This design comes from an exercise in tuning for small area, a short achievable clock period and few clock cycles per item on the open sky130 flow, not from production work. In this exercise RTL edits were held to simulation tests only and were not proved equivalent to the original. Power figures rest on the tool's default switching activity, not on a simulated workload.

==> flow/design.v <==
`timescale 1ns / 1ps
package bidm_pkg;
  localparam int MAX_SENSORS = 16;
  localparam int IDX_W = (MAX_SENSORS > 1) ? $clog2(MAX_SENSORS) : 1;
  localparam int CNT_W = $clog2(MAX_SENSORS + 1);
  localparam logic [15:0] COMPANY_CODE = 16'h015d;
  localparam logic [7:0]  MIN_PAYLOAD  = 8'd21;
  typedef enum logic [1:0] {
    OP_SIGHTING = 2'd0,
    OP_SCAN     = 2'd1,
    OP_CLEAR    = 2'd2,
    OP_ADD      = 2'd3
  } opcode_t;
  typedef enum logic [3:0] {
    ST_SHORT       = 4'd0,
    ST_FOREIGN     = 4'd1,
    ST_KNOWN_HIT   = 4'd2,
    ST_NEW_HIT     = 4'd3,
    ST_ADDED       = 4'd4,
    ST_FULL        = 4'd5,
    ST_SCAN        = 4'd6,
    ST_CLEARED     = 4'd7,
    ST_KNOWN_ADDED = 4'd8,
    ST_ADD_FULL    = 4'd9
  } status_t;
  typedef enum logic [1:0] {
    S_IDLE,
    S_SEARCH,
    S_FINISH
  } fsm_state_t;
  typedef struct packed {
    opcode_t            opcode;
    logic [7:0]         payload_length;
    logic [15:0]        company_id;
    logic [63:0]        sensor_id;
    logic signed [7:0]  accel_x;
    logic signed [7:0]  accel_y;
    logic signed [7:0]  accel_z;
  } in_item_t;
  typedef struct packed {
    status_t     status;
    logic [3:0]  entry_index;
    logic [6:0]  channel_base;
    logic [7:0]  x_positive;
    logic [7:0]  x_negative;
    logic [7:0]  y_positive;
    logic [7:0]  y_negative;
    logic [7:0]  z_positive;
    logic [7:0]  z_negative;
    logic        send_request;
    logic        all_known_seen;
  } out_item_t;
  function automatic logic [7:0] pos_part(input logic signed [7:0] v);
    logic [7:0] r;
    r = 8'd0;
    if (!v[7] && (v != 8'sd0)) begin
      r = {v[6:0], 1'b0};
    end
    pos_part = r;
  endfunction
  function automatic logic [7:0] neg_part(input logic signed [7:0] v);
    logic [7:0] r;
    r = 8'd0;
    if (v[7]) begin
      r = 8'd0 - {v[6:0], 1'b0};
    end
    neg_part = r;
  endfunction
  function automatic logic [6:0] chan_base(input logic [IDX_W-1:0] idx);
    logic [IDX_W+2:0] p;
    p = {1'b0, idx, 2'b00} + {2'b00, idx, 1'b0};
    chan_base = 7'(p);
  endfunction
  function automatic logic [MAX_SENSORS-1:0] below_mask(input logic [CNT_W-1:0] cnt);
    logic [MAX_SENSORS-1:0] m;
    for (int i = 0; i < MAX_SENSORS; i++) begin
      m[i] = (CNT_W'(i) < cnt);
    end
    below_mask = m;
  endfunction
endpackage
`timescale 1ns / 1ps
module beacon_id_table_to_channel_mapper_unit (
  input  logic         clk,
  input  logic         rst_n,
  input  logic         in_valid,
  output logic         in_ready,
  input  logic [1:0]   in_opcode,
  input  logic [7:0]   in_payload_length,
  input  logic [15:0]  in_company_id,
  input  logic [63:0]  in_sensor_id,
  input  logic [7:0]   in_accel_x,
  input  logic [7:0]   in_accel_y,
  input  logic [7:0]   in_accel_z,
  output logic         out_valid,
  input  logic         out_ready,
  output logic [3:0]   out_status,
  output logic [3:0]   out_entry_index,
  output logic [6:0]   out_channel_base,
  output logic [7:0]   out_x_positive,
  output logic [7:0]   out_x_negative,
  output logic [7:0]   out_y_positive,
  output logic [7:0]   out_y_negative,
  output logic [7:0]   out_z_positive,
  output logic [7:0]   out_z_negative,
  output logic         out_send_request,
  output logic         out_all_known_seen,
  input  logic         cfg_we,
  input  logic         cfg_wdata
);
  bidm_pkg::in_item_t   in_data;
  bidm_pkg::out_item_t  out_data;
  assign in_data = {in_opcode, in_payload_length, in_company_id, in_sensor_id,
                    in_accel_x, in_accel_y, in_accel_z};
  assign {out_status, out_entry_index, out_channel_base, out_x_positive, out_x_negative,
          out_y_positive, out_y_negative, out_z_positive, out_z_negative,
          out_send_request, out_all_known_seen} = out_data;
  localparam int MAX = bidm_pkg::MAX_SENSORS;
  localparam int IW  = bidm_pkg::IDX_W;
  localparam int CW  = bidm_pkg::CNT_W;
  bidm_pkg::fsm_state_t state_r, state_nxt;
  bidm_pkg::in_item_t   item_r;
  bidm_pkg::out_item_t  out_r, out_nxt;
  logic                 out_valid_r;
  logic                 out_en_r;
  logic [CW-1:0]        known_r, known_nxt;
  logic [CW-1:0]        new_r, new_nxt;
  logic [MAX-1:0]       seen_r, seen_nxt;
  logic [CW-1:0]        ptr_r;
  logic                 cmp_vld_r;
  logic [IW-1:0]        cmp_idx_r;
  logic [63:0]          rdata_r;
  logic [63:0]          id_mem [MAX];
  bidm_pkg::status_t    res_status_r;
  logic [IW-1:0]        res_idx_r;
  logic [CW-1:0]        total;
  logic                 accept;
  logic                 fin_go;
  logic                 mem_we;
  logic                 srch_hit;
  logic                 srch_miss;
  bidm_pkg::status_t    cls_status;
  logic [IW-1:0]        cls_idx;
  logic                 cls_search;
  assign total     = CW'({1'b0, known_r} + {1'b0, new_r});
  assign accept    = in_valid && in_ready;
  assign srch_hit  = cmp_vld_r && (rdata_r == item_r.sensor_id);
  assign srch_miss = !cmp_vld_r && (ptr_r == total);
  always_comb begin
    cls_status = bidm_pkg::ST_SHORT;
    cls_idx    = '0;
    cls_search = 1'b0;
    unique case (in_data.opcode)
      bidm_pkg::OP_SIGHTING: begin
        if (in_data.payload_length < bidm_pkg::MIN_PAYLOAD) begin
          cls_status = bidm_pkg::ST_SHORT;
        end else if (in_data.company_id != bidm_pkg::COMPANY_CODE) begin
          cls_status = bidm_pkg::ST_FOREIGN;
        end else if (total == '0) begin
          cls_status = bidm_pkg::ST_ADDED;
        end else begin
          cls_search = 1'b1;
        end
      end
      bidm_pkg::OP_SCAN: begin
        cls_status = bidm_pkg::ST_SCAN;
      end
      bidm_pkg::OP_CLEAR: begin
        cls_status = bidm_pkg::ST_CLEARED;
      end
      bidm_pkg::OP_ADD: begin
        if (known_r < CW'(MAX)) begin
          cls_status = bidm_pkg::ST_KNOWN_ADDED;
          cls_idx    = known_r[IW-1:0];
        end else begin
          cls_status = bidm_pkg::ST_ADD_FULL;
        end
      end
      default: begin
        cls_status = bidm_pkg::ST_SHORT;
      end
    endcase
  end
  always_comb begin
    state_nxt = state_r;
    unique case (state_r)
      bidm_pkg::S_IDLE: begin
        if (accept) begin
          state_nxt = cls_search ? bidm_pkg::S_SEARCH : bidm_pkg::S_FINISH;
        end
      end
      bidm_pkg::S_SEARCH: begin
        if (srch_hit || srch_miss) begin
          state_nxt = bidm_pkg::S_FINISH;
        end
      end
      bidm_pkg::S_FINISH: begin
        if (fin_go) begin
          state_nxt = bidm_pkg::S_IDLE;
        end
      end
      default: begin
        state_nxt = bidm_pkg::S_IDLE;
      end
    endcase
  end
  always_comb begin
    in_ready = 1'b0;
    fin_go   = 1'b0;
    mem_we   = 1'b0;
    unique case (state_r)
      bidm_pkg::S_IDLE: begin
        in_ready = 1'b1;
      end
      bidm_pkg::S_SEARCH: begin
        in_ready = 1'b0;
      end
      bidm_pkg::S_FINISH: begin
        fin_go = !out_valid_r || out_ready;
        mem_we = fin_go && ((res_status_r == bidm_pkg::ST_ADDED) ||
                            (res_status_r == bidm_pkg::ST_KNOWN_ADDED));
      end
      default: begin
        in_ready = 1'b0;
      end
    endcase
  end
  always_comb begin
    known_nxt = known_r;
    new_nxt   = new_r;
    seen_nxt  = seen_r;
    if (fin_go) begin
      unique case (res_status_r)
        bidm_pkg::ST_KNOWN_HIT,
        bidm_pkg::ST_NEW_HIT: begin
          seen_nxt[res_idx_r] = 1'b1;
        end
        bidm_pkg::ST_ADDED: begin
          seen_nxt[res_idx_r] = 1'b1;
          new_nxt             = new_r + 1'b1;
        end
        bidm_pkg::ST_SCAN: begin
          seen_nxt = seen_r & ~bidm_pkg::below_mask(known_r);
        end
        bidm_pkg::ST_CLEARED: begin
          known_nxt = '0;
          new_nxt   = '0;
          seen_nxt  = '0;
        end
        bidm_pkg::ST_KNOWN_ADDED: begin
          seen_nxt[res_idx_r] = 1'b0;
          known_nxt           = known_r + 1'b1;
          new_nxt             = '0;
        end
        default: begin
          known_nxt = known_r;
        end
      endcase
    end
  end
  always_comb begin
    logic has_index;
    logic hit;
    has_index = (res_status_r == bidm_pkg::ST_KNOWN_HIT) ||
                (res_status_r == bidm_pkg::ST_NEW_HIT) ||
                (res_status_r == bidm_pkg::ST_ADDED) ||
                (res_status_r == bidm_pkg::ST_KNOWN_ADDED);
    hit       = (res_status_r == bidm_pkg::ST_KNOWN_HIT) ||
                (res_status_r == bidm_pkg::ST_NEW_HIT);
    out_nxt                = '0;
    out_nxt.status         = res_status_r;
    out_nxt.entry_index    = has_index ? 4'(res_idx_r) : 4'd0;
    out_nxt.channel_base   = has_index ? bidm_pkg::chan_base(res_idx_r) : 7'd0;
    if (hit) begin
      out_nxt.x_positive = bidm_pkg::pos_part(item_r.accel_x);
      out_nxt.x_negative = bidm_pkg::neg_part(item_r.accel_x);
      out_nxt.y_positive = bidm_pkg::pos_part(item_r.accel_y);
      out_nxt.y_negative = bidm_pkg::neg_part(item_r.accel_y);
      out_nxt.z_positive = bidm_pkg::pos_part(item_r.accel_z);
      out_nxt.z_negative = bidm_pkg::neg_part(item_r.accel_z);
    end
    out_nxt.send_request   = (res_status_r == bidm_pkg::ST_KNOWN_HIT) && out_en_r;
    out_nxt.all_known_seen = &(seen_nxt | ~bidm_pkg::below_mask(known_nxt));
  end
  always_ff @(posedge clk) begin
    if (!rst_n) begin
      state_r     <= bidm_pkg::S_IDLE;
      out_valid_r <= 1'b0;
      out_en_r    <= 1'b0;
      known_r     <= '0;
      new_r       <= '0;
      seen_r      <= '0;
      cmp_vld_r   <= 1'b0;
      ptr_r       <= '0;
    end else begin
      state_r <= state_nxt;
      known_r <= known_nxt;
      new_r   <= new_nxt;
      seen_r  <= seen_nxt;
      if (cfg_we) begin
        out_en_r <= cfg_wdata;
      end
      if (fin_go) begin
        out_valid_r <= 1'b1;
      end else if (out_ready) begin
        out_valid_r <= 1'b0;
      end
      if (accept) begin
        ptr_r     <= '0;
        cmp_vld_r <= 1'b0;
      end else if (state_r == bidm_pkg::S_SEARCH) begin
        cmp_vld_r <= (ptr_r < total) && !srch_hit;
        if (ptr_r != total) begin
          ptr_r <= ptr_r + 1'b1;
        end
      end
    end
  end
  always_ff @(posedge clk) begin
    if (accept) begin
      item_r       <= in_data;
      res_status_r <= cls_status;
      res_idx_r    <= cls_idx;
    end else if (state_r == bidm_pkg::S_SEARCH) begin
      cmp_idx_r <= ptr_r[IW-1:0];
      if (srch_hit) begin
        res_status_r <= (CW'(cmp_idx_r) < known_r) ? bidm_pkg::ST_KNOWN_HIT
                                                    : bidm_pkg::ST_NEW_HIT;
        res_idx_r    <= cmp_idx_r;
      end else if (srch_miss) begin
        if (total < CW'(MAX)) begin
          res_status_r <= bidm_pkg::ST_ADDED;
          res_idx_r    <= total[IW-1:0];
        end else begin
          res_status_r <= bidm_pkg::ST_FULL;
          res_idx_r    <= '0;
        end
      end
    end
    if (fin_go) begin
      out_r <= out_nxt;
    end
  end
  always_ff @(posedge clk) begin
    if (mem_we) begin
      id_mem[res_idx_r] <= item_r.sensor_id;
    end
    rdata_r <= id_mem[ptr_r[IW-1:0]];
  end
  assign out_valid = out_valid_r;
  assign out_data  = out_r;
endmodule
==> flow/run.sh <==
#!/bin/bash
# synth_recipe.tcl (not shown) runs the flow's synth.tcl, then flattens the netlist and writes it again
# the make line also repeats each setting of config.mk as NAME=value (left out here)
make -C /OpenROAD-flow-scripts/flow DESIGN_CONFIG=/design/flow/config.mk WORK_HOME=/design/flow/orfs CLKGATE_MAP_FILE= SYNTH_SCRIPT=/design/flow/synth_recipe.tcl finish
==> flow/config.mk <==
export PLATFORM = sky130hd
export DESIGN_NAME = beacon_id_table_to_channel_mapper_unit
export DESIGN_NICKNAME = beacon_id_table_to_channel_mapper_unit
export VERILOG_FILES = /design/flow/design.v
export SDC_FILE = /design/flow/constraint.sdc
export NUM_CORES = 4
export LEC_CHECK = 0
export CAP_MARGIN = 20
export CORE_MARGIN = 2
export CORE_UTILIZATION = 40
export SLEW_MARGIN = 20
==> flow/constraint.sdc <==
create_clock -name core_clock -period 5.0 [get_ports {clk}]
set_input_delay 1.0000 -clock core_clock [delete_from_list [all_inputs] [get_ports {clk}]]
set_output_delay 1.0000 -clock core_clock [all_outputs]
set_load 0.01 [all_outputs]
==> impl_metrics.toml <==
[outcome]
outcome = "timing/DRC/antenna clean"

[finish]
final_common_cell = "edfxtp_1"
fin_cells = 4333
final_cell_mix = "edfxtp_1, mux4_2, clkdlybuf4s50_1"
multiInputGateArea_sq_um = 11030
nets = 2755
num_antenna_cells = 0
postLayoutCellArea_sq_um = 58040
syn_to_final_growth_pct = 18.43
seq_area_sq_um = 37480
final.fill_count = 9901
drive_gt1_frac = 0.2341
postLayoutCoreUtil = 0.4768

[global_route]
grt_start_max_net_pins = 85
grt_pass1_vias = 24683
overflow = 0
grt_pass1_wl_um = 171700
antenna_found_initial = 1
track_usage = 0.1864

[timing]
layout_setup_ws_ps = 1186
tns_ps = 0
fin_worst_skew_ps = 26.41
setup_viol = 0
hold_violations = 0
fmax_mhz = 262.2
grt_setup_unrepaired = "false"
period_share = 0.7628
holdWs_ps = 499.6
finalMaxSlewViolations = 0
maxSlewHeadroom = 0.3411
min_period_ps = 3814
worstMarginPinSlew_ps = 979.3

[synth]
synth_cell_types = 77
syn_area_sq_um = 49010
muxShareOfSynthArea = 0.1481
ys_seq_area_frac = 0.7645
yosys.area_share.simple = 0.02964
synth_xor_xnor_area_share = 0.01412
postSynthCellCount = 2299
ys_ff_latch = 1281
synth_top_family_by_area = "multiplexers"
synth.yosys.warnings = 1
avgSynthCellArea_sq_um = 21.32
async_reset_ff_frac = 0
synth_edf_count = 1181
ys_dominant_reg_cell = "edfxtp_1"
synth_compound_area_frac = 0.02091
synthAdderAreaFrac = 0.009957

[placed_design]
gp_congestion = 0.8356
post-place-ws_ps = 587.2
io_buffers = 179
dp_cells = 4083
placed_area_sq_um = 53560
dpl.hpwl_um = 72160

[cts]
cts.repair.resized = 0
tritoncts = "yes"
htree_levels = 4
postCtsHoldBufs = 0
cts_buffer_depth = 3
clkSinkCount = 1281
cts_setup_buffers = 0
cts_made_buffers = 138
root_buffer = "clkbuf_16"
clk_latency_ps = 740
cts.clk_slew.worst_paths_ps = 60

[route]
drt-met1-wl_um = 49760
highest_layer = "met5"
wl_um = 116300
drt_iter0_drc = 2390
wl_met2_um = 57980
drtPass1Iterations = 7
wl_per_cell_um = 26.84
viasPerCell = 5.474
drc = 0
antenna_left = 0
num_vias = 23720
wl_met3_um = 6586

[hold_path]
whs_endpoint = "out_en_r$_SDFFE_PN0P_"
holdPathStages = 2
hp-start = "out_en_r$_SDFFE_PN0P_"
worstHoldPathType = "reg2reg"

[setup_path]
critPathKind = "reg2reg"
rrSetupSlack_ps = 1190
cp_max_fo = 17
rr_endpoint = "res_idx_r[1]$_DFFE_PP_"
r2r_cells = 8
cp-start-kind = "flop"
cp-end-kind = "flop"
cp.arrival_ps = 4240
rr_startpoint = "item_r[73]$_DFFE_PP_"
crit_required_ps = 5420

[die]
core_area_sq_um = 121700
die_height_um = 354.0
die_area_sq_um = 125300
start_util = 0.4026
die_w_um = 354.0
rows = 128
io-pin-count = 187

[power_and_ir_drop]
leakage_nw = 18.19
ir_drop_mv = 0.3426
p_per_area_nw_per_um2 = 388.5
total_power_mw = 22.55

[run]
maxCapViolCount = 0
[Yosys cell counts, types with 4 or more instances]
cell / instances / area, sq um
nand2b_1: 10 / 62.56
and3_1: 25 / 156.4
nand3_1: 8 / 40.04
edfxtp_1: 1181 / 35460
inv_1: 49 / 183.9
a221oi_1: 5 / 43.79
mux4_2: 320 / 7207
o2111ai_1: 4 / 35.03
ha_1: 35 / 437.9
mux2i_1: 4 / 40.04
nor3b_1: 4 / 30.03
a21o_1: 8 / 60.06
clkbuf_1: 67 / 251.5
nor2_1: 79 / 296.5
a22o_1: 4 / 35.03
buf_1: 27 / 101.4
dfxtp_1: 100 / 2002
a31oi_1: 11 / 68.82
o22ai_1: 9 / 56.30
and2_1: 27 / 168.9
nand3b_1: 4 / 30.03
xor2_1: 41 / 359.1
nor2b_1: 6 / 37.54
a21oi_1: 32 / 160.2
nor4_1: 17 / 106.4
xnor2_1: 38 / 332.8
nor3_1: 15 / 75.07
nand2_1: 45 / 168.9
o21ai_0: 24 / 120.1
buf_4: 9 / 67.56
nand4_1: 17 / 106.4
[layout make-up]
cell class,count,share of cell area
repair buffers,258,0.04885
multi-input cells,870,0.1900
clock inverters,69,0.01272
clock buffers,181,0.06439
flip-flops and latches,1281,0.6458
inverters,49,0.003212
well taps,1625,0.03503
[metal layers]
layer / vias up / global-route usage
li1: 10118 / -
met1: 12633 / 0.2579
met2: 802 / 0.3105
met3: 165 / 0.03211
met4: 2 / 0.04229
met5: - / 0
[cell families after synthesis]
kind of cell / Yosys count
compound gates: 146
mux: 325
xor+xnor: 79
fa+ha+maj: 38
buf+inv: 154
simple gates: 275
flops: 1281
other cells: 1
[sequential cells by signal (all words and copies together), names as in the netlist]
name          flops
id_mem         1024
item_r           88
rdata_r          64
out_r            57
seen_r           16
known_r           5
new_r             5
ptr_r             5
cmp_idx_r         4
res_idx_r         4
res_status_r      4
state_r           2
cmp_vld_r         1
out_en_r          1
out_valid_r       1
[worst max-delay path by stage]
| stage | start | to |
|---|---|---|
| 2_1_floorplan | out_ready | id_mem[3][0]$_DFFE_PP_ |
| 3_3_place_gp | out_ready | id_mem[15][44]$_DFFE_PP_ |
| 3_5_place_dp | out_ready | id_mem[15][57]$_DFFE_PP_ |
| 4_1_cts | item_r[73]$_DFFE_PP_ | res_idx_r[3]$_DFFE_PP_ |
| 5_1_grt | item_r[73]$_DFFE_PP_ | res_idx_r[3]$_DFFE_PP_ |
| 6_report | item_r[73]$_DFFE_PP_ | res_idx_r[1]$_DFFE_PP_ |
[worst max-delay path, cell delays in order (launching register included)]
cell	delay [ps]
edfxtp_1	890
xor2_1	180
nor4_1	720
nand4_1	460
nor4_2	520
buf_4	270
a31oi_1	80
o21ai_0	160
buf_4	210
[power by group]
| part | internal (mW) | switching, mW | leakage [nW] | total, mW |
|---|---|---|---|---|
| clock network | 5.96 | 4.12 | 2.19 | 10.1 |
| registers | 11.8 | 0.163 | 11.5 | 12.0 |
| logic | 0.215 | 0.289 | 4.49 | 0.503 |
| total | 18.0 | 4.57 | 18.2 | 22.5 |
Testbench counts, summed over its fixed seeds: cycles 48,589, items 4,800.

static timing again, ports no longer ideal:
The results above use ideal ports. As a check the final layout listed here was re-extracted and re-timed, cells and wires unchanged. Step 1 (the two cells are an assumption about what drives the block):
set clk [get_ports {clk}]
set_driving_cell -lib_cell sky130_fd_sc_hd__clkbuf_16 $clk
set_driving_cell -lib_cell sky130_fd_sc_hd__buf_2 [delete_from_list [all_inputs] $clk]
Step 2, shift: input delay + t, output delay - t, t = (earliest + latest rising clock arrival at the registers) / 2. This alone moves slack from input paths to output paths. Three values: no drivers, after step 1, after step 2; two values: the first two.
t, ns: 0.800
setup WS [ns]: 1.186 / 1.186 / 0.512
cell pins on the clock port's net: 1
After both steps setup and hold are still met in this run. For this run, drivers alone change the setup slack by 0.000 ns; drivers and shift together by -0.674 ns.
